Context: an optimization exercise on an open-source flow, tuned for small area, a short achievable clock period and few clock cycles. The choices shown serve that exercise and are no tape-out recipe. Power figures rest on the tool's default switching activity, not on a simulated workload.

== ember ==
Design conv_rescaler, start of the top module:
module conv_rescaler #(
    parameter int NB_PIXEL = 19,
    parameter int NB_COUNT = 32,
    parameter int NB_OUT   = 8,
    parameter int NB_FRAC  = 16
) (
    input  logic                clock,
    input  logic                reset,
    input  logic                i_extremesValid,
    input  logic [NB_PIXEL-1:0] i_maxValue,
    input  logic [NB_PIXEL-1:0] i_minValue,
    input  logic [NB_COUNT-1:0] i_imageSize,
    input  logic                i_valid,
    input  logic [NB_PIXEL-1:0] i_convValue,
    output logic                o_ready,
    output logic [NB_OUT-1:0]   o_pixel,
    output logic                o_valid,
    output logic                o_endSignal
);
Size: ~230 flip-flops, ~100 I/O pins, about 0.017 mm^2 of cells after synthesis.
Settings: LEC_CHECK=0, ABC_CLOCK_PERIOD_IN_PS=3500, CAP_MARGIN=20, CORE_MARGIN=2, CORE_UTILIZATION=40, SLEW_MARGIN=20; clock period 9.0 ns.
standard.sh (not shown) runs the stock make flow with config.mk's settings and CLKGATE_MAP_FILE= SYNTH_SCRIPT=/design/flow/synth_recipe.tcl, a recipe that flattens the netlist after the stock synthesis.
==> flow/flow/run.sh <==
#!/bin/bash
# Standard layout, with the port buffers made from the smallest plain buffer, a clock tree
# of clkbuf_8 buffers without dummy loads, and timing repair aiming for 5.7 ns of setup slack
# (a 3.3 ns period) at the design's 9 ns clock.
set -euo pipefail
export BUFFER_PORTS_ARGS="-buffer_cell sky130_fd_sc_hd__buf_1"
export CTS_ARGS="-sink_clustering_enable -repair_clock_nets -dont_use_dummy_load -buf_list {sky130_fd_sc_hd__clkbuf_8}"
export SETUP_SLACK_MARGIN=5.7
bash standard.sh > standard_flow.log 2>&1
What sierra does differently from ember at the input level:
diff --git a/flow/flow/run.sh b/flow/flow/run.sh
--- a/flow/flow/run.sh
+++ b/flow/flow/run.sh
@@ -3,2 +3,2 @@
-# of clkbuf_8 buffers without dummy loads, and timing repair aiming for 5.7 ns of setup slack
-# (a 3.3 ns period) at the design's 9 ns clock.
+# of clkbuf_8 buffers without dummy loads, and timing repair aiming for 5.8 ns of setup slack
+# (a 3.2 ns period) at the design's 9 ns clock.
@@ -8 +8 @@
-export SETUP_SLACK_MARGIN=5.7
+export SETUP_SLACK_MARGIN=5.8
Results
- sierra ended up with scale_q[18] as its launch point of the critical path; ember ended up with min_q[0].
- ember → sierra: count of inverters other than clock inverters in the layout neither gained nor lost much, final instance area went up about 1.2%.
- Compared with ember, sierra improves detailed placer's ending HPWL.
- Of ember and sierra, the run reporting the lower required time of the critical path was ember.
- In the flow results for ember and sierra, the actual transition at the worst max-transition pin is larger on ember.
- Multi-input combinational cell area went up slightly going from ember to sierra.
- Portion of the clock cycle consumed by the worst path in the final layout: sierra vs ember up 0.58 points
- Diff ember -> sierra: via count now sits at about the same level, net count of the mapped netlist now sits at about the same level.
Function was not checked in any run of this note: the RTL went through the layout flow alone.

* * *

Setup of job 101:
Another version of the RTL of conv_rescaler (not shown whole).
For scale: about 210 flip-flops, ~100 I/O pins, roughly 16000 um2 of cells after synthesis.
==> flow/design.v (excerpt) <==
module conv_rescaler #(
    parameter int NB_PIXEL = 19,
    parameter int NB_COUNT = 32,
    parameter int NB_OUT   = 8,
    parameter int NB_FRAC  = 16
) (
    input  logic                clock,
    input  logic                reset,
    input  logic                i_extremesValid,
    input  logic [NB_PIXEL-1:0] i_maxValue,
    input  logic [NB_PIXEL-1:0] i_minValue,
    input  logic [NB_COUNT-1:0] i_imageSize,
    input  logic                i_valid,
    input  logic [NB_PIXEL-1:0] i_convValue,
    output logic                o_ready,
    output logic [NB_OUT-1:0]   o_pixel,
    output logic                o_valid,
    output logic                o_endSignal
);
clock: 9.0 ns
lec_check: 0
abc_clock_period_in_ps: 2500
cap_margin: 20
core_margin: 2
core_utilization: 40
setup_slack_margin: 5
slew_margin: 20
==> flow/flow/run.sh <==
#!/bin/bash
# Standard layout, with the port buffers made from the smallest plain buffer and a clock tree
# of clkbuf_8 buffers without dummy loads.
set -euo pipefail
export BUFFER_PORTS_ARGS="-buffer_cell sky130_fd_sc_hd__buf_1"
export CTS_ARGS="-sink_clustering_enable -repair_clock_nets -dont_use_dummy_load -buf_list {sky130_fd_sc_hd__clkbuf_8}"
bash standard.sh > standard_flow.log 2>&1
Job 101: full flow OK, the timing, DRC and antenna checks passed
--- input diff job 101..job 102 ---
Settings: ABC_CLOCK_PERIOD_IN_PS now 1500, was 2500.
Diff job 102..job 101 | via count | unchanged. From job 101 to job 102, cell area reported after detailed placement did not move at all. Between job 101 and job 102, the sequential group power does not differ in any meaningful way. Re post-route antenna net violation count: no difference whatsoever between job 101 and job 102. Cell count after placement: job 102 vs job 101 identical. Re sequential share of cell area: no difference whatsoever between job 102 and job 101.
Function was not checked in any run of this note: the RTL went through the layout flow alone.

[static timing again, ports no longer ideal]
The results above use ideal ports. As a check the final layouts listed here were re-extracted and re-timed, cells and wires unchanged. Step 1, drivers: a clkbuf_16 drives clock and a buf_2 each remaining input, both assumed. Step 2, shift: input delay + t, output delay - t, t = (earliest + latest rising clock arrival at the registers) / 2. This alone moves slack from input paths to output paths. a / b / c = no drivers / after step 1 / after step 2; a / b = the first two.
| run | t (ns) | setup slack, ns | hold slack, ns | latest minus earliest clock arrival (ns) | pins driven straight from the clock port |
|---|---|---|---|---|---|
| ember | 0.618 | 5.695 / 5.695 / 5.237 | 0.343 / 0.343 / 0.343 | 0.086 / 0.086 | 1 |
| sierra | 0.625 | 5.642 / 5.642 / 5.258 | 0.343 / 0.343 / 0.343 | 0.083 / 0.082 | 1 |
| job 101 | 0.618 | 5.187 / 5.187 / 5.187 | 0.347 / 0.347 / 0.347 | 0.056 / 0.056 | 1 |
| job 102 | 0.618 | 5.187 / 5.187 / 5.187 | 0.347 / 0.347 / 0.347 | 0.056 / 0.056 | 1 |
After both steps setup and hold are still met in every run listed. For ember, which loses most, drivers alone change the setup slack by 0.000 ns; drivers and shift together by -0.458 ns.
